Background: an optimization exercise with open tools, aiming at a short achievable clock period and few clock cycles. Do not read the settings as production practice. The RTL was checked by simulation tests, not by an equivalence proof against the original design. Power is estimated from default activity; no workload was simulated.

### flow/run.sh
#!/bin/bash
# synth_recipe.tcl (not shown) runs the flow's synth.tcl, then flattens the netlist and writes it again
# the make line also repeats each setting of config.mk as NAME=value (left out here)
make -C /OpenROAD-flow-scripts/flow DESIGN_CONFIG=/design/flow/config.mk WORK_HOME=/design/flow/orfs CLKGATE_MAP_FILE= SYNTH_SCRIPT=/design/flow/synth_recipe.tcl finish
### flow/config.mk
export PLATFORM = sky130hd
export DESIGN_NAME = ack_retry_pending_table
export DESIGN_NICKNAME = ack_retry_pending_table
export VERILOG_FILES = /design/flow/design.v
export SDC_FILE = /design/flow/constraint.sdc
export NUM_CORES = 4
export LEC_CHECK = 0
export ABC_CLOCK_PERIOD_IN_PS = 2000
export CAP_MARGIN = 20
export CORE_MARGIN = 2
export CORE_UTILIZATION = 40
export SETUP_SLACK_MARGIN = 4.0
export SLEW_MARGIN = 20
### flow/design.v
package artp_pkg;
  localparam int SLOTS_DEF  = 8;
  localparam int SLOT_W     = 3;
  localparam int REQ_W      = 2;
  localparam int EV_W       = 3;
  localparam int CFG_IDX_W  = 3;
  localparam int CFG_DATA_W = 16;
  localparam int TIME_W     = 32;
  localparam int ADDR_W     = 8;
  localparam int KIND_W     = 8;
  localparam int SEQ_W      = 8;
  localparam int TMO_W      = 16;
  localparam int RETRY_W    = 4;
  localparam int LOST_W     = 32;
  localparam logic [ADDR_W-1:0]  BCAST_RST   = 8'd255;
  localparam logic [TMO_W-1:0]   TIMEOUT_RST = 16'd2000;
  localparam logic [RETRY_W-1:0] RETRY_RST   = 4'd3;
  typedef enum logic [EV_W-1:0] {
    EV_QUEUED      = 3'd0,
    EV_FULL        = 3'd1,
    EV_ACK_MATCHED = 3'd2,
    EV_ACK_IGNORED = 3'd3,
    EV_SEND_OK     = 3'd4,
    EV_RETRANSMIT  = 3'd5,
    EV_FAILED      = 3'd6,
    EV_IDLE        = 3'd7
  } event_t;
  typedef enum logic [REQ_W-1:0] {
    REQ_ADD  = 2'd0,
    REQ_ACK  = 2'd1,
    REQ_TICK = 2'd2,
    REQ_NOP  = 2'd3
  } req_t;
  typedef enum logic [CFG_IDX_W-1:0] {
    CFG_IS_GATEWAY  = 3'd0,
    CFG_OWN_ADDR    = 3'd1,
    CFG_BCAST_ADDR  = 3'd2,
    CFG_DATA_KIND   = 3'd3,
    CFG_ACK_TIMEOUT = 3'd4,
    CFG_RETRY_LIMIT = 3'd5
  } cfg_idx_t;
  typedef struct packed {
    logic                is_gateway;
    logic [ADDR_W-1:0]   own_address;
    logic [ADDR_W-1:0]   broadcast_address;
    logic [KIND_W-1:0]   data_kind_code;
    logic [TMO_W-1:0]    ack_timeout_ms;
    logic [RETRY_W-1:0]  retry_limit;
  } cfg_t;
  typedef struct packed {
    logic [REQ_W-1:0]   typ;
    logic [TIME_W-1:0]  now;
    logic [ADDR_W-1:0]  dest;
    logic [KIND_W-1:0]  kind;
    logic [SEQ_W-1:0]   aseq;
    logic [ADDR_W-1:0]  asrc;
  } req_rec_t;
  typedef struct packed {
    logic [EV_W-1:0]    ev;
    logic [SLOT_W-1:0]  slot;
    logic [SEQ_W-1:0]   seq;
    logic [ADDR_W-1:0]  peer;
    logic [KIND_W-1:0]  kind;
    logic [RETRY_W-1:0] retries;
    logic               ack_needed;
    logic [LOST_W-1:0]  lost;
  } result_t;
endpackage
import artp_pkg::*;
module artp_regs (
  input  logic                               clk,
  input  logic                               rst_n,
  input  logic                               cfg_we,
  input  logic [artp_pkg::CFG_IDX_W-1:0]     cfg_idx,
  input  logic [artp_pkg::CFG_DATA_W-1:0]    cfg_wdata,
  output artp_pkg::cfg_t                     cfg
);
  artp_pkg::cfg_t cfg_r, cfg_nxt;
  always_comb begin
    cfg_nxt = cfg_r;
    if (cfg_we) begin
      unique case (cfg_idx)
        CFG_IS_GATEWAY:  cfg_nxt.is_gateway        = cfg_wdata[0];
        CFG_OWN_ADDR:    cfg_nxt.own_address       = cfg_wdata[ADDR_W-1:0];
        CFG_BCAST_ADDR:  cfg_nxt.broadcast_address = cfg_wdata[ADDR_W-1:0];
        CFG_DATA_KIND:   cfg_nxt.data_kind_code    = cfg_wdata[KIND_W-1:0];
        CFG_ACK_TIMEOUT: cfg_nxt.ack_timeout_ms    = cfg_wdata[TMO_W-1:0];
        CFG_RETRY_LIMIT: cfg_nxt.retry_limit       = cfg_wdata[RETRY_W-1:0];
        default:         cfg_nxt = cfg_r;
      endcase
    end
  end
  always_ff @(posedge clk) begin
    if (!rst_n) begin
      cfg_r.is_gateway        <= 1'b0;
      cfg_r.own_address       <= '0;
      cfg_r.broadcast_address <= BCAST_RST;
      cfg_r.data_kind_code    <= '0;
      cfg_r.ack_timeout_ms    <= TIMEOUT_RST;
      cfg_r.retry_limit       <= RETRY_RST;
    end else begin
      cfg_r <= cfg_nxt;
    end
  end
  assign cfg = cfg_r;
endmodule
import artp_pkg::*;
module artp_dp #(
  parameter int SLOTS = artp_pkg::SLOTS_DEF
) (
  input  logic                clk,
  input  logic                rst_n,
  input  artp_pkg::cfg_t      cfg,
  input  logic                q_valid,
  input  artp_pkg::req_rec_t  q_req,
  output logic                q_pop,
  input  logic                out_ready,
  output logic                out_valid,
  output artp_pkg::result_t   out_res,
  output logic                out_last
);
  logic [SLOTS-1:0]                valid_r;
  logic [SLOTS-1:0][ADDR_W-1:0]    dest_r;
  logic [SLOTS-1:0][KIND_W-1:0]    kind_r;
  logic [SLOTS-1:0][SEQ_W-1:0]     eseq_r;
  logic [SLOTS-1:0][TIME_W-1:0]    stamp_r;
  logic [SLOTS-1:0][RETRY_W-1:0]   retr_r;
  logic [SLOTS-1:0]                so_r;    
  logic [SLOTS-1:0]                bc_r;    
  logic [SLOTS-1:0]                lim_r;   
  logic [SEQ_W-1:0]                seq_r;
  logic                m_valid;
  artp_pkg::req_rec_t  m_req;
  logic                m_for_us, m_kd, m_isbc;
  logic [SLOTS-1:0]    m_seqm;    
  logic [SLOTS-1:0]    m_to;      
  logic                b_valid, b_one, b_single;
  logic [1:0]          b_typ;
  logic [SLOTS-1:0]    b_mask;
  logic [SLOTS-1:0]    b_so, b_rt;    
  logic                b_an;
  logic [SEQ_W-1:0]    b_aseq;
  logic [ADDR_W-1:0]   b_asrc;
  logic [EV_W-1:0]     b_sev;
  logic [LOST_W-1:0]   loss_r, loss_p1_r;
  logic                o_valid, s_valid;
  artp_pkg::result_t   o_res, s_res;
  logic                o_last, s_last;
  logic x_fire, is_add, is_ack, is_tick;
  logic [SLOTS-1:0] free, f1, match, tbeat, tfree, retx;
  logic [SLOTS-1:0] add_w, retx_w, valid_nxt;
  logic any_free;
  assign x_fire  = m_valid && (!b_valid || (b_one && !s_valid));
  assign is_add  = (m_req.typ == REQ_ADD);
  assign is_ack  = (m_req.typ == REQ_ACK);
  assign is_tick = (m_req.typ == REQ_TICK);
  assign free     = ~valid_r;
  assign f1       = free & (~free + 1'b1);
  assign any_free = |free;
  assign match    = valid_r & m_seqm & {SLOTS{m_for_us}};
  assign tbeat    = valid_r & (so_r | (~bc_r & m_to));
  assign tfree    = valid_r & (so_r | bc_r | (m_to & ~lim_r));
  assign retx     = valid_r & ~so_r & ~bc_r & m_to & lim_r;
  assign add_w  = (x_fire && is_add)  ? f1   : '0;
  assign retx_w = (x_fire && is_tick) ? retx : '0;
  always_comb begin
    valid_nxt = valid_r;
    if (x_fire) begin
      unique case (m_req.typ)
        REQ_ADD:  valid_nxt = valid_r | f1;
        REQ_ACK:  valid_nxt = valid_r & ~match;
        REQ_TICK: valid_nxt = valid_r & ~tfree;
        default:  valid_nxt = valid_r;
      endcase
    end
  end
  always_ff @(posedge clk) begin
    if (!rst_n) begin
      valid_r <= '0;
      seq_r   <= '0;
    end else begin
      valid_r <= valid_nxt;
      if (x_fire && is_add && any_free) seq_r <= seq_r + 1'b1;
    end
  end
  always_ff @(posedge clk) begin
    for (int i = 0; i < SLOTS; i++) begin
      if (add_w[i]) begin
        dest_r[i] <= m_req.dest;
        kind_r[i] <= m_req.kind;
        eseq_r[i] <= seq_r;
      end
      if (add_w[i] || retx_w[i]) stamp_r[i] <= m_req.now;
      if (add_w[i])       retr_r[i] <= '0;
      else if (retx_w[i]) retr_r[i] <= retr_r[i] + 1'b1;
      so_r[i]  <= add_w[i] ? (cfg.is_gateway && m_kd)
                           : (cfg.is_gateway && (kind_r[i] == cfg.data_kind_code));
      bc_r[i]  <= add_w[i] ? m_isbc : (dest_r[i] == cfg.broadcast_address);
      lim_r[i] <= add_w[i]  ? (cfg.retry_limit != '0) :
                  retx_w[i] ? ((retr_r[i] + 1'b1) < cfg.retry_limit) :
                              (retr_r[i] < cfg.retry_limit);
    end
  end
  logic m_load;
  logic to_fwd;
  logic [SLOTS-1:0] to_cur, seqm_cur;
  logic [TIME_W-1:0] age_fwd;
  logic [SLOTS-1:0][TIME_W-1:0] age_cur;
  assign m_load = x_fire || !m_valid;
  assign q_pop  = m_load && q_valid;
  assign age_fwd = q_req.now - m_req.now;
  assign to_fwd  = age_fwd > {{(TIME_W-TMO_W){1'b0}}, cfg.ack_timeout_ms};
  always_comb begin
    for (int i = 0; i < SLOTS; i++) begin
      age_cur[i]  = q_req.now - stamp_r[i];
      to_cur[i]   = age_cur[i] > {{(TIME_W-TMO_W){1'b0}}, cfg.ack_timeout_ms};
      seqm_cur[i] = (eseq_r[i] == q_req.aseq);
    end
  end
  always_ff @(posedge clk) begin
    if (!rst_n) m_valid <= 1'b0;
    else if (m_load) m_valid <= q_valid;
  end
  always_ff @(posedge clk) begin
    if (m_load) begin
      m_req    <= q_req;
      m_for_us <= (q_req.dest == cfg.own_address) || (q_req.dest == cfg.broadcast_address);
      m_kd     <= (q_req.kind == cfg.data_kind_code);
      m_isbc   <= (q_req.dest == cfg.broadcast_address);
      for (int i = 0; i < SLOTS; i++) begin
        m_seqm[i] <= add_w[i] ? (seq_r == q_req.aseq) : seqm_cur[i];
        m_to[i]   <= (add_w[i] || retx_w[i]) ? to_fwd : to_cur[i];
      end
    end
  end
  logic b_emit, b_last;
  logic [SLOTS-1:0] pick;
  logic [SLOT_W-1:0] pick_slot;
  logic [ADDR_W-1:0] p_dest;
  logic [KIND_W-1:0] p_kind;
  logic [SEQ_W-1:0]  p_seq;
  logic [RETRY_W-1:0] p_retr;
  logic p_so, p_rt, p_failed;
  artp_pkg::result_t beat;
  logic [SLOTS-1:0] rest;
  assign b_emit = b_valid && !s_valid;
  assign pick   = b_mask & (~b_mask + 1'b1);
  assign rest   = b_mask & ~pick;
  always_comb begin
    pick_slot = '0;
    p_dest = '0; p_kind = '0; p_seq = '0; p_retr = '0; p_so = 1'b0; p_rt = 1'b0;
    for (int i = 0; i < SLOTS; i++) begin
      if (pick[i]) pick_slot = pick_slot | SLOT_W'(i);
      p_dest = p_dest | (dest_r[i] & {ADDR_W{pick[i]}});
      p_kind = p_kind | (kind_r[i] & {KIND_W{pick[i]}});
      p_seq  = p_seq  | (eseq_r[i] & {SEQ_W{pick[i]}});
      p_retr = p_retr | (retr_r[i] & {RETRY_W{pick[i]}});
      p_so   = p_so   | (b_so[i] & pick[i]);
      p_rt   = p_rt   | (b_rt[i] & pick[i]);
    end
  end
  always_comb begin
    beat = '0;
    p_failed = 1'b0;
    if (b_single) begin
      beat.ev   = b_sev;
      beat.seq  = (b_sev == EV_ACK_IGNORED) ? b_aseq : '0;
      beat.peer = (b_sev == EV_ACK_IGNORED) ? b_asrc :
                  (b_sev == EV_FULL)        ? b_asrc : '0;
    end else begin
      beat.slot    = pick_slot;
      beat.seq     = p_seq;
      beat.kind    = p_kind;
      beat.retries = p_retr;
      beat.peer    = (b_typ == REQ_ACK) ? b_asrc : p_dest;
      unique case (b_typ)
        REQ_ADD: begin
          beat.ev         = EV_QUEUED;
          beat.ack_needed = b_an;
        end
        REQ_ACK: beat.ev = EV_ACK_MATCHED;
        default: begin
          if (p_so)      beat.ev = EV_SEND_OK;
          else if (p_rt) beat.ev = EV_RETRANSMIT;
          else begin
            beat.ev  = EV_FAILED;
            p_failed = 1'b1;
          end
        end
      endcase
    end
    beat.lost = p_failed ? loss_p1_r : loss_r;
  end
  assign b_last = b_one;
  logic [SLOTS-1:0] n_mask;
  logic n_single, n_one;
  logic [EV_W-1:0] n_sev;
  function automatic logic onehot8(input logic [SLOTS-1:0] v);
    onehot8 = ~|(v & (v - 1'b1));
  endfunction
  always_comb begin
    n_mask   = '0;
    n_single = 1'b1;
    n_sev    = EV_IDLE;
    unique case (m_req.typ)
      REQ_ADD: begin
        n_mask   = f1;
        n_single = !any_free;
        n_sev    = EV_FULL;
      end
      REQ_ACK: begin
        n_mask   = match;
        n_single = (match == '0);
        n_sev    = EV_ACK_IGNORED;
      end
      REQ_TICK: begin
        n_mask   = tbeat;
        n_single = (tbeat == '0);
        n_sev    = EV_IDLE;
      end
      default: ;
    endcase
    n_one = n_single || onehot8(n_mask);
  end
  always_ff @(posedge clk) begin
    if (!rst_n) begin
      b_valid   <= 1'b0;
      b_one     <= 1'b0;
      loss_r    <= '0;
      loss_p1_r <= LOST_W'(1);
    end else begin
      if (b_emit && p_failed) begin
        loss_r    <= loss_p1_r;
        loss_p1_r <= loss_p1_r + 1'b1;
      end
      if (x_fire) begin
        b_valid <= 1'b1;
        b_one   <= n_one;
      end else if (b_emit) begin
        if (b_last) b_valid <= 1'b0;
        b_one <= onehot8(rest);
      end
    end
  end
  always_ff @(posedge clk) begin
    if (x_fire) begin
      b_mask   <= n_mask;
      b_single <= n_single;
      b_typ    <= m_req.typ;
      b_sev    <= n_sev;
      b_so     <= so_r;
      b_rt     <= retx;
      b_an     <= !cfg.is_gateway && !m_isbc;
      b_aseq   <= m_req.aseq;
      b_asrc   <= is_add ? m_req.dest : m_req.asrc;
    end else if (b_emit) begin
      b_mask   <= rest;
    end
  end
  logic o_free;
  assign o_free = !o_valid || out_ready;
  always_ff @(posedge clk) begin
    if (!rst_n) begin
      o_valid <= 1'b0;
      s_valid <= 1'b0;
    end else begin
      if (o_free) begin
        o_valid <= s_valid || b_emit;
        s_valid <= 1'b0;
      end else if (b_emit) begin
        s_valid <= 1'b1;
      end
    end
  end
  always_ff @(posedge clk) begin
    if (o_free) begin
      o_res  <= s_valid ? s_res  : beat;
      o_last <= s_valid ? s_last : b_last;
    end
    if (!o_free && b_emit) begin
      s_res  <= beat;
      s_last <= b_last;
    end
  end
  assign out_valid = o_valid;
  assign out_res   = o_res;
  assign out_last  = o_last;
endmodule
import artp_pkg::*;
module artp_ctrl (
  input  logic                clk,
  input  logic                rst_n,
  input  logic                in_valid,
  output logic                in_ready,
  input  artp_pkg::req_rec_t  in_req,
  output logic                q_valid,
  output artp_pkg::req_rec_t  q_req,
  input  logic                q_pop
);
  artp_pkg::req_rec_t q0_r, q1_r;
  logic q0_v, q1_v, rdy_r;
  logic acc;
  logic q0_v_nxt, q1_v_nxt;
  assign acc = in_valid && rdy_r;
  always_comb begin
    q0_v_nxt = q0_v;
    q1_v_nxt = q1_v;
    if (q_pop) begin
      q0_v_nxt = q1_v || acc;
      q1_v_nxt = q1_v && acc;
    end else if (!q0_v) begin
      q0_v_nxt = acc;
    end else if (!q1_v) begin
      q1_v_nxt = acc;
    end
  end
  always_ff @(posedge clk) begin
    if (!rst_n) begin
      q0_v  <= 1'b0;
      q1_v  <= 1'b0;
      rdy_r <= 1'b1;
    end else begin
      q0_v  <= q0_v_nxt;
      q1_v  <= q1_v_nxt;
      rdy_r <= !(q0_v_nxt && q1_v_nxt);
    end
  end
  always_ff @(posedge clk) begin
    if (q_pop) begin
      q0_r <= q1_v ? q1_r : in_req;
      q1_r <= in_req;
    end else if (!q0_v) begin
      q0_r <= in_req;
    end else if (!q1_v) begin
      q1_r <= in_req;
    end
  end
  assign in_ready = rdy_r;
  assign q_valid  = q0_v;
  assign q_req    = q0_r;
endmodule
import artp_pkg::*;
module ack_retry_pending_table (
  input  logic                               clk,
  input  logic                               rst_n,
  input  logic                               in_valid,
  output logic                               in_ready,
  input  logic [artp_pkg::REQ_W-1:0]         in_req_type,
  input  logic [artp_pkg::TIME_W-1:0]        in_now_ms,
  input  logic [artp_pkg::ADDR_W-1:0]        in_dest_addr,
  input  logic [artp_pkg::KIND_W-1:0]        in_packet_kind,
  input  logic [artp_pkg::SEQ_W-1:0]         in_ack_seq,
  input  logic [artp_pkg::ADDR_W-1:0]        in_ack_source,
  output logic                               out_valid,
  input  logic                               out_ready,
  output logic [artp_pkg::EV_W-1:0]          out_event,
  output logic [artp_pkg::SLOT_W-1:0]        out_slot,
  output logic [artp_pkg::SEQ_W-1:0]         out_seq,
  output logic [artp_pkg::ADDR_W-1:0]        out_peer_addr,
  output logic [artp_pkg::KIND_W-1:0]        out_kind,
  output logic [artp_pkg::RETRY_W-1:0]       out_retry_count,
  output logic                               out_ack_needed,
  output logic [artp_pkg::LOST_W-1:0]        out_lost_total,
  output logic                               out_last,
  input  logic                               cfg_we,
  input  logic [artp_pkg::CFG_IDX_W-1:0]     cfg_idx,
  input  logic [artp_pkg::CFG_DATA_W-1:0]    cfg_wdata
);
  localparam int SLOTS = SLOTS_DEF;
  artp_pkg::cfg_t       cfg;
  artp_pkg::req_rec_t   in_req, q_req;
  artp_pkg::result_t    out_res;
  logic                 q_valid, q_pop;
  assign in_req.typ  = in_req_type;
  assign in_req.now  = in_now_ms;
  assign in_req.dest = in_dest_addr;
  assign in_req.kind = in_packet_kind;
  assign in_req.aseq = in_ack_seq;
  assign in_req.asrc = in_ack_source;
  artp_regs u_regs (
    .clk       (clk),
    .rst_n     (rst_n),
    .cfg_we    (cfg_we),
    .cfg_idx   (cfg_idx),
    .cfg_wdata (cfg_wdata),
    .cfg       (cfg)
  );
  artp_ctrl u_ctrl (
    .clk      (clk),
    .rst_n    (rst_n),
    .in_valid (in_valid),
    .in_ready (in_ready),
    .in_req   (in_req),
    .q_valid  (q_valid),
    .q_req    (q_req),
    .q_pop    (q_pop)
  );
  artp_dp #(.SLOTS(SLOTS)) u_dp (
    .clk       (clk),
    .rst_n     (rst_n),
    .cfg       (cfg),
    .q_valid   (q_valid),
    .q_req     (q_req),
    .q_pop     (q_pop),
    .out_ready (out_ready),
    .out_valid (out_valid),
    .out_res   (out_res),
    .out_last  (out_last)
  );
  assign out_event       = out_res.ev;
  assign out_slot        = out_res.slot;
  assign out_seq         = out_res.seq;
  assign out_peer_addr   = out_res.peer;
  assign out_kind        = out_res.kind;
  assign out_retry_count = out_res.retries;
  assign out_ack_needed  = out_res.ack_needed;
  assign out_lost_total  = out_res.lost;
endmodule
### flow/constraint.sdc
create_clock -name core_clock -period 6.5 [get_ports {clk}]
set_input_delay 1.3000 -clock core_clock [delete_from_list [all_inputs] [get_ports {clk}]]
set_output_delay 1.3000 -clock core_clock [all_outputs]
set_load 0.01 [all_outputs]
==> impl_metrics.tcl, run 1 <==
set metrics [dict create \
    postSynthNetCount 6292 \
    synth_most_common_cell "sky130_fd_sc_hd__edfxtp_1" \
    finalWorstPathRequiredPeriod_ps 4940 \
    cts-root-to-sink-buffers 3 \
    cts_root_buf "sky130_fd_sc_hd__clkbuf_16" \
    headroom_to_the_max_slew_limit_pct 27.6 \
    die-area_um2 157000 \
    worst_pin_slew_ps 1070 \
    clock_skew_ps 112 \
    rr_startpoint "u_ctrl.q0_r[33]" \
    maxCapViolCount 0 \
    power.share.sequential_pct 45.0 \
    cpLargestDelayFamily "compound AO/OA/AOI/OAI gates" \
    synth_simple_gate_area_share_pct 11.6 \
    total_power_mw 16.6 \
    outcome "no timing/DRC/antenna violations" \
    hold_depth 0 \
    proportion_of_register_bits_with_asynchronous_set_or_reset_after_synthesis_pct 0 \
    postLayoutSetupSlackWorst_ps 1560 \
    drt_iter0_markers 4340 \
    avgSynthCellArea_um2 10.8 \
    synth.cells.most_frequent "847 x sky130_fd_sc_hd__edfxtp_1, 485 x sky130_fd_sc_hd__ha_1, 424 x sky130_fd_sc_hd__nand2_1, 401 x sky130_fd_sc_hd__inv_1, 330 x sky130_fd_sc_hd__a21oi_1" \
    cp_launch_type "register" \
    vias 47838 \
    setup.reg_to_reg.worst_slack_ps 1560 \
    clkPwrFrac_pct 41.5 \
    synth.largest_area_cell "sky130_fd_sc_hd__edfxtp_1" \
    clk_pin_slew_ps 70 \
    starting_density_of_the_core_pct 40.3 \
    synth_enable_flop_cells 847 \
    timing.critical_path.required_ps 7000 \
    avgRoutedWirePerCell_um 24.2 \
    synth_flop_type "sky130_fd_sc_hd__edfxtp_1" \
    gpl.final_weighted_congestion 0.928 \
    postRouteWirelength_um 201000 \
    worstSetupStartpoint "u_ctrl.q0_r[33]" \
    global_route.overflow_total 0 \
    worstSetupEndpointType "register" \
    setup_viol_count_final 0 \
    worstPathBufferInverterCount 3 \
    globalRouteMet1Util_pct 32.1 \
    drc 0 \
    total_switching_power_mw 4.34 \
    hold_violations 0 \
    floorplan.die.height_um 396 \
    insertion_delay_ps 810 \
    filler_cell_count 13502 \
    sw_frac_of_total_pct 26.2 \
    synth.distinct_cells 98 \
    numPortBuffers 159 \
    synth_adder_area_share_pct 10.2 \
    min_from "u_dp.m_req[9]" \
    r2r_worst_path_depth 25 \
    globalRoute.busiestLayer "met2" \
    antenna_nets_post_route 0 \
    achievable-frequency_mhz 203 \
    cts_tree "built" \
    synth-xor-area-share_pct 6.69 \
    syn-instance-count 5708 \
    use_met3_pct 3.00 \
    die_w_um 396 \
    antenna_found_initial 15 \
    timing.hold.worst.class "register to register" \
    grt_util_met2_pct 41.7 \
    drt-pass1-iter-count 8 \
    num-nets-final 6730 \
    p_leak_nw 29.4 \
    path_class "register to register" \
    stdcell_area_um2 74700 \
    worstPathMaxFanout 5 \
    path_depth 25 \
    io-pin-count 160 \
    synth.yosys.warnings 3 \
    placedInstanceArea_um2 65900 \
    cts.htree.levels 3 \
    synth-seq-cells 1036 \
    post_route_cells_drive_above_1_share_pct 19.4 \
    first_global_vias 46745 \
    placeableCoreArea_um2 152000 \
    area_contributors_post_synth "sky130_fd_sc_hd__edfxtp_1 41%, sky130_fd_sc_hd__ha_1 9.9%, sky130_fd_sc_hd__dfxtp_1 6.2%, sky130_fd_sc_hd__mux2_2 4.5%, sky130_fd_sc_hd__xnor2_1 4.1%" \
    route.detailed.vias_per_inst 5.78 \
    yosysTopAreaCellShare_pct 41.4 \
    rows 143 \
    maximum_number_of_pins_on_one_net_before_global_route_repair 92 \
    fin_setup_tns_ps 0 \
    cp_slowest_cell "sky130_fd_sc_hd__a311o_1" \
    post-place-ws_ps 876 \
    track_usage_pct 24.8 \
    synthesis.area_um2 61400 \
    grt_first_pass_wirelength_um 294000 \
    power_per_cell_area_nw_per_um2 222 \
    cp_slowest_stage_delay_ps 390 \
    finalMaxSlewViolations 0 \
    cts-buffers-inserted 114 \
    dp.final_hpwl_um 134000 \
    post_synthesis_compound_gate_area_fraction_pct 15.0 \
    area_growth_syn_to_layout_pct 21.6 \
    largest_vdd_supply_drop_mv 0.254 \
    min_period_over_period_pct 75.9 \
    share_comb_of_total_power_pct 13.5 \
    synth_top_family_by_area "compound AO/OA/AOI/OAI gates" \
    synth.mux.area_fraction_pct 5.08 \
    internal_power_mw 12.2 \
    worst-endpoint-arrival_ps 5440 \
    tritoncts_num_sinks 1036 \
    unrepaired_setup_endpoints_after_global_routing "true" \
    synth_sequential_area_ratio_pct 47.6 \
]
[power by group through the flow]
stage                     Sequential, mW  Combinational [mW]  Clock (mW)
final                               7.45                2.23        6.88
after global placement              7.60                1.92           0
after floorplan                     7.54                1.30           0
after global routing                7.46                2.42        7.23
after CTS                           7.45                2.14        6.99
after detailed placement            7.61                1.94           0
[worst paths after layout]
kind,endpoint
max,u_dp.m_to[6]
min,u_dp.b_aseq[1]
max reg2reg,u_dp.m_to[6]
min reg2reg,u_dp.b_aseq[1]
[area by class of cell]
cell class	instances	area, µm²	area share [%]
tap	2030	2540	3.40
clock inverter	69	940	1.26
timing repair buffer	511	5230	7.00
antenna	4	10.0	0.0134
multi-input combinational	4076	32100	43.0
clock buffer	148	3010	4.03
sequential	1036	29200	39.1
timing repair inverter	4	30.0	0.0402
inverter	403	1550	2.07
[kinds of logic (layout without fill, tap and decap cells)]
family,count (synthesis),after routing
AND/OR/NAND/NOR,1432,1441
multiplexers,281,281
flip-flops,1036,1036
other,0,4
buffers and inverters,605,1135
adder cells (fa/ha/maj),498,498
XOR/XNOR,469,469
AO/OA/AOI/OAI,1387,1387
[through the flow]
| step | cells | utilization, % | hold slack, ps |
|---|---|---|---|
| after CTS | 8211 | 48.2 | 425 |
| final | 8281 | 49.0 | 424 |
| after global routing | 8278 | 49.0 | 426 |
| after global placement | 7796 | 43.3 | 402 |
| after floorplan | 5708 | - | 400 |
| after detailed placement | 7796 | 43.3 | 409 |
[sequential cells by signal, summed over array words and instances, names as in the netlist, 66 cells and up]
| name | cells |
|---|---|
| u_dp.stamp_r | 256 |
| u_ctrl.q1_r | 66 |
| u_dp.s_res | 67 |
| u_dp.o_res | 67 |
| u_dp.m_req | 66 |
| u_ctrl.q0_r | 66 |
[what timing repair did]
item	CTS	global route
gates resized for setup	734	161
buffers inserted	167	63
gates cloned	31	3
hold buffers	0	0
setup endpoints to repair	984	484
hold endpoints to repair	0	0
pin swaps	167	99
[per-layer routing]
| layer | up-vias | share of wire, % |
|---|---|---|
| met5 | - | 0.017 |
| met4 | 6 | 4.7 |
| met3 | 439 | 6.1 |
| met2 | 1697 | 48 |
| met1 | 23574 | 42 |
| li1 | 22122 | - |
[placed cells by master, fill, tap and decap left out, drive strengths merged, types with 127 or more instances in the layout]
master,n
xor2,180
mux2,243
edfxtp,847
a21oi,331
a21o,169
nor2,282
xnor2,289
ha,485
nand3,127
o21ai,265
nand2,424
dfxtp,189
buf,412
clkbuf,151
inv,400
Testbench counts, summed over its fixed seeds: cycles 5,959.
==> inputs of run 2 (changes only) <==
--- a/flow/design.v
+++ b/flow/design.v
@@ -124,6 +124,7 @@
   logic [SLOTS-1:0][KIND_W-1:0]    kind_r;
   logic [SLOTS-1:0][SEQ_W-1:0]     eseq_r;
   logic [SLOTS-1:0][TIME_W-1:0]    stamp_r;
+  logic [SLOTS-1:0][TIME_W:0]      tc_r;    
   logic [SLOTS-1:0][RETRY_W-1:0]   retr_r;
   logic [SLOTS-1:0]                so_r;    
   logic [SLOTS-1:0]                bc_r;    
@@ -132,6 +133,7 @@
   logic                m_valid;
   artp_pkg::req_rec_t  m_req;
   logic                m_for_us, m_kd, m_isbc;
+  logic [TIME_W:0]     m_tc;      
   logic [SLOTS-1:0]    m_seqm;    
   logic [SLOTS-1:0]    m_to;      
   logic                b_valid, b_one, b_single;
@@ -191,6 +193,7 @@
         eseq_r[i] <= seq_r;
       end
       if (add_w[i] || retx_w[i]) stamp_r[i] <= m_req.now;
+      tc_r[i] <= (add_w[i] || retx_w[i]) ? m_tc : tc_of(stamp_r[i], cfg.ack_timeout_ms);
       if (add_w[i])       retr_r[i] <= '0;
       else if (retx_w[i]) retr_r[i] <= retr_r[i] + 1'b1;
       so_r[i]  <= add_w[i] ? (cfg.is_gateway && m_kd)
@@ -204,16 +207,40 @@
   logic m_load;
   logic to_fwd;
   logic [SLOTS-1:0] to_cur, seqm_cur;
-  logic [TIME_W-1:0] age_fwd;
-  logic [SLOTS-1:0][TIME_W-1:0] age_cur;
+  function automatic logic [TIME_W:0] tc_of(input logic [TIME_W-1:0] t,
+                                           input logic [TMO_W-1:0] tmo);
+    tc_of = {1'b0, ~t} + {1'b0, {(TIME_W-TMO_W){1'b1}}, ~tmo} + 1'b1;
+  endfunction
+  function automatic logic cout32(input logic [TIME_W-1:0] a, input logic [TIME_W-1:0] b);
+    logic [TIME_W-1:0] g, p, g2, p2;
+    g = a & b;
+    p = a | b;
+    for (int d = 1; d < TIME_W; d = d * 2) begin
+      g2 = g;
+      p2 = p;
+      for (int k = d; k < TIME_W; k++) begin
+        g2[k] = g[k] | (p[k] & g[k-d]);
+        p2[k] = p[k] & p[k-d];
+      end
+      g = g2;
+      p = p2;
+    end
+    cout32 = g[TIME_W-1];
+  endfunction
+  function automatic logic timed_out(input logic [TIME_W-1:0] now,
+                                     input logic [TIME_W-1:0] stamp,
+                                     input logic [TIME_W:0]   tc);
+    logic c, ge;
+    c  = cout32(now, tc[TIME_W-1:0]);
+    ge = cout32(now, ~stamp) | (now == stamp);
+    timed_out = ge ? (tc[TIME_W] & c) : (tc[TIME_W] | c);
+  endfunction
   assign m_load = x_fire || !m_valid;
   assign q_pop  = m_load && q_valid;
-  assign age_fwd = q_req.now - m_req.now;
-  assign to_fwd  = age_fwd > {{(TIME_W-TMO_W){1'b0}}, cfg.ack_timeout_ms};
+  assign to_fwd = timed_out(q_req.now, m_req.now, m_tc);
   always_comb begin
     for (int i = 0; i < SLOTS; i++) begin
-      age_cur[i]  = q_req.now - stamp_r[i];
-      to_cur[i]   = age_cur[i] > {{(TIME_W-TMO_W){1'b0}}, cfg.ack_timeout_ms};
+      to_cur[i]   = timed_out(q_req.now, stamp_r[i], tc_r[i]);
       seqm_cur[i] = (eseq_r[i] == q_req.aseq);
     end
   end
@@ -224,6 +251,7 @@
   always_ff @(posedge clk) begin
     if (m_load) begin
       m_req    <= q_req;
+      m_tc     <= tc_of(q_req.now, cfg.ack_timeout_ms);
       m_for_us <= (q_req.dest == cfg.own_address) || (q_req.dest == cfg.broadcast_address);
       m_kd     <= (q_req.kind == cfg.data_kind_code);
       m_isbc   <= (q_req.dest == cfg.broadcast_address);
==> run 2 against run 1 <==
Net effect:
- first-iteration DRC count increased by 43%
- die area increased by 23%
- clock power increased by 38%
- still clean on timing, DRC and antenna
- count of clock-buffer cells in the layout increased by 72
- register-to-register slack improved by 1400 ps
- combinational power increased by 2%
==> impl_metrics.tcl, run 2 <==
set metrics [dict create \
    gpl.final_weighted_congestion 0.933 \
    worstPathMaxFanout 3 \
    io-pin-count 160 \
    post_place_cells 9687 \
    outcome "no timing/DRC/antenna violations" \
    cts_tree "built" \
    synth.yosys.warnings 3 \
    synth_adder_area_share_pct 13.8 \
    synth_flop_type "sky130_fd_sc_hd__edfxtp_1" \
    globalRouteMet1Util_pct 35.8 \
    synth_enable_flop_cells 880 \
    cts_root_buf "sky130_fd_sc_hd__clkbuf_16" \
    synth.mux.area_fraction_pct 4.01 \
    p_leak_nw 38.6 \
    worst-endpoint-arrival_ps 4050 \
    most-common-layout-cells "880 x sky130_fd_sc_hd__edfxtp_1, 730 x sky130_fd_sc_hd__ha_1, 556 x sky130_fd_sc_hd__nand2_1" \
    first_global_vias 59682 \
    clk_pin_slew_ps 60 \
    fin_setup_tns_ps 0 \
    area_growth_syn_to_layout_pct 29.9 \
    synthesis.area_um2 75400 \
    cp_slowest_cell "sky130_fd_sc_hd__edfxtp_1" \
    hold_violations 0 \
    synth.cells.most_frequent "880 x sky130_fd_sc_hd__edfxtp_1, 773 x sky130_fd_sc_hd__ha_1, 636 x sky130_fd_sc_hd__nand2_1, 538 x sky130_fd_sc_hd__inv_1, 453 x sky130_fd_sc_hd__dfxtp_1" \
    postSynthNetCount 8091 \
    yosysTopAreaCellShare_pct 35.1 \
    grt_first_pass_wirelength_um 399000 \
    starting_density_of_the_core_pct 40.2 \
    route.detailed.vias_per_inst 5.81 \
    num-nets-final 8847 \
    worst_pin_slew_ps 1290 \
    timing.hold.worst.class "register to register" \
    unrepaired_setup_endpoints_after_global_routing "true" \
    post_synthesis_compound_gate_area_fraction_pct 13.0 \
    drt-pass1-iter-count 6 \
    synth.largest_area_cell "sky130_fd_sc_hd__edfxtp_1" \
    use_met3_pct 4.15 \
    internal_power_mw 15.9 \
    proportion_of_register_bits_with_asynchronous_set_or_reset_after_synthesis_pct 0 \
    cts-root-to-sink-buffers 3 \
    top_register "u_dp.tc_r" \
    area_contributors_post_synth "sky130_fd_sc_hd__edfxtp_1 35%, sky130_fd_sc_hd__ha_1 13%, sky130_fd_sc_hd__dfxtp_1 12%, sky130_fd_sc_hd__xnor2_1 4.5%, sky130_fd_sc_hd__mux2_2 3.6%" \
    timing.critical_path.required_ps 7060 \
    dp.final_hpwl_um 176000 \
    filler_cell_count 16017 \
    synth.distinct_cells 99 \
    drc 0 \
    die_w_um 438 \
    avgSynthCellArea_um2 10.4 \
    total_power_mw 21.3 \
    die-area_um2 192000 \
    post_route_cells_drive_above_1_share_pct 26.6 \
    synth-seq-cells 1333 \
    synth_sequential_area_ratio_pct 47.1 \
    finalWorstPathRequiredPeriod_ps 3490 \
    cts.htree.levels 4 \
    total_switching_power_mw 5.46 \
    worst_path_most_repeated_cell "sky130_fd_sc_hd__a21oi_2" \
    finalCoreUtilization_pct 52.2 \
    power_per_cell_area_nw_per_um2 218 \
    synth-xor-area-share_pct 6.22 \
    power.share.sequential_pct 44.9 \
    syn-instance-count 7219 \
    clock_skew_ps 48.4 \
    insertion_delay_ps 820 \
    rows 159 \
    share_comb_of_total_power_pct 10.7 \
    synth_most_common_cell "sky130_fd_sc_hd__edfxtp_1" \
    postRouteWirelength_um 283000 \
    maximum_number_of_pins_on_one_net_before_global_route_repair 78 \
    min_period_over_period_pct 53.8 \
    headroom_to_the_max_slew_limit_pct 14.2 \
    layout.cells.most_common "sky130_fd_sc_hd__edfxtp_1" \
    largest_vdd_supply_drop_mv 0.180 \
    cp_slowest_stage_delay_ps 470 \
    antenna_nets_post_route 0 \
    maxCapViolCount 0 \
    numPortBuffers 159 \
    cp_launch_type "register" \
    globalRoute.busiestLayer "met2" \
    drt_iter0_markers 6212 \
    antenna_found_initial 9 \
    global_route.overflow_total 0 \
    finalMaxSlewViolations 0 \
    largest_registers "u_dp.tc_r x264, u_dp.stamp_r x256" \
    vias 61668 \
    placeableCoreArea_um2 188000 \
    achievable-frequency_mhz 286 \
    tritoncts_num_sinks 1333 \
    largest_register_ffs 264 \
    final-instance-count-excl-fill 10610 \
    avgRoutedWirePerCell_um 26.7 \
    synth_top_family_by_area "adder cells" \
    path_class "register to register" \
    sw_frac_of_total_pct 25.6 \
    setup_viol_count_final 0 \
    clkPwrFrac_pct 44.4 \
    worstPathCellList "buf_6, ha_4, inv_2, fa_2, a21o_1, a21oi_2, o21bai_1, a21oi_2, o21a_1, o2111ai_2, a31oi_2, nor2b_2, o21ai_4, or3b_4, xnor2_1" \
    cts-buffers-inserted 153 \
    worstSetupEndpointType "register" \
    grt_util_met2_pct 47.1 \
    synth_simple_gate_area_share_pct 11.6 \
    floorplan.die.height_um 438 \
    track_usage_pct 28.3 \
]
==> run 2: cell count changes after synthesis, moves of 76 or more <==
| cell | delta |
|---|---|
| sky130_fd_sc_hd__clkbuf_1 | +76 |
| sky130_fd_sc_hd__a21o_1 | -114 |
| sky130_fd_sc_hd__nand2_1 | +212 |
| sky130_fd_sc_hd__o21ai_0 | +177 |
| sky130_fd_sc_hd__ha_1 | +288 |
| sky130_fd_sc_hd__nor2_1 | +118 |
| sky130_fd_sc_hd__inv_1 | +137 |
| sky130_fd_sc_hd__dfxtp_1 | +264 |
| sky130_fd_sc_hd__xnor2_1 | +96 |
==> run 2: final cells by class <==
cell class / instances / area, µm² / share of cell area (%)
Clock buffer: 220 / 4490 / 4.58
Multi-Input combinational cell: 5057 / 42100 / 43.0
Clock inverter: 66 / 1070 / 1.09
Timing Repair inverter: 6 / 40.0 / 0.0409
Tap cell: 2495 / 3120 / 3.19
Inverter: 541 / 2200 / 2.24
Sequential cell: 1333 / 35500 / 36.3
Antenna cell: 9 / 22.5 / 0.0230
Timing Repair Buffer: 883 / 9330 / 9.53
==> run 2: layer usage <==
layer	wire length, µm	vias up
li1	-	27615
met1	111000	30422
met2	132000	2909
met3	23300	718
met4	16800	4
met5	19	-
==> run 2: worst paths after layout <==
kind | depth (start not counted) | slack [ps] | to | startpoint
min | 0 | 420 | u_dp.m_req[5] | u_ctrl.q0_r[5]
max | 15 | 3010 | u_dp.m_tc[18] | u_ctrl.q0_r[32]
min reg2reg | 0 | 420 | u_dp.m_req[5] | u_ctrl.q0_r[5]
max reg2reg | 15 | 3010 | u_dp.m_tc[18] | u_ctrl.q0_r[32]
==> run 2: cells by family (layout without fill, tap and decap cells) <==
logic type               after synthesis  in the layout
AO/OA/AOI/OAI                       1556           1556
adder cells (fa/ha/maj)              836            836
XOR/XNOR                             535            535
flip-flops                          1333           1333
AND/OR/NAND/NOR                     1843           1858
buffers and inverters                844           1716
other                                  0              9
multiplexers                         272            272
==> run 2: power groups by stage <==
| stage | clock (mW) | sequential, mW | combinational, mW |
|---|---|---|---|
| after floorplan | 0 | 9.55 | 1.02 |
| after global placement | 0 | 9.79 | 1.59 |
| after detailed placement | 0 | 9.79 | 1.61 |
| after CTS | 9.57 | 9.55 | 2.08 |
| after global routing | 9.91 | 9.58 | 2.39 |
| final | 9.47 | 9.57 | 2.28 |
==> run 2: timing repair <==
item                                    4_1_cts  5_1_grt
hold buffers                                  0        0
pin swaps                                   516      316
endpoints found under the setup margin     1313      708
resized for setup                          1456      448
cloned                                       52        5
buffers inserted                            435      136
endpoints found under the hold margin         0        0
==> run 2: per-stage QoR <==
step	instance area, µm²	setup slack, ps	hold slack (ps)
final	97900	3010	418
after global routing	97900	2920	425
after CTS	94700	3080	415
after detailed placement	80300	1980	405
after global placement	80300	1970	401
after floorplan	76400	2820	400
==> run 2: critical path, delay by kind of cell, from the launching register on <==
kind	cells	cell delay, ps
flip-flops	1	470
buffers and inverters	2	200
AND/OR/NAND/NOR	2	490
AO/OA/AOI/OAI	8	1460
XOR/XNOR	1	130
adder cells (fa/ha/maj)	2	490
Testbench counts of run 2, summed over its fixed seeds: cycles 5,959.

what the ideal ports hide:
How much do the figures lean on ideal ports? The routed layouts below were timed once more, with nothing changed but the port constraints. Step 1, drivers: a clkbuf_16 drives clk and a buf_2 each remaining input, both assumed. Step 2, shift: input delay + t, output delay - t, t = (earliest + latest rising clock arrival at the registers) / 2. This alone moves slack from input paths to output paths. Slacks: ideal ports / drivers / drivers and shift; pairs: ideal ports / drivers.
run	shift t [ns]	slack for setup (ns)	latest minus earliest clock arrival (ns)
run 1	0.834	1.565 / 1.565 / 1.565	0.112 / 0.113
run 2	0.879	3.006 / 3.006 / 3.006	0.049 / 0.049
After both steps every run listed still meets setup and hold.
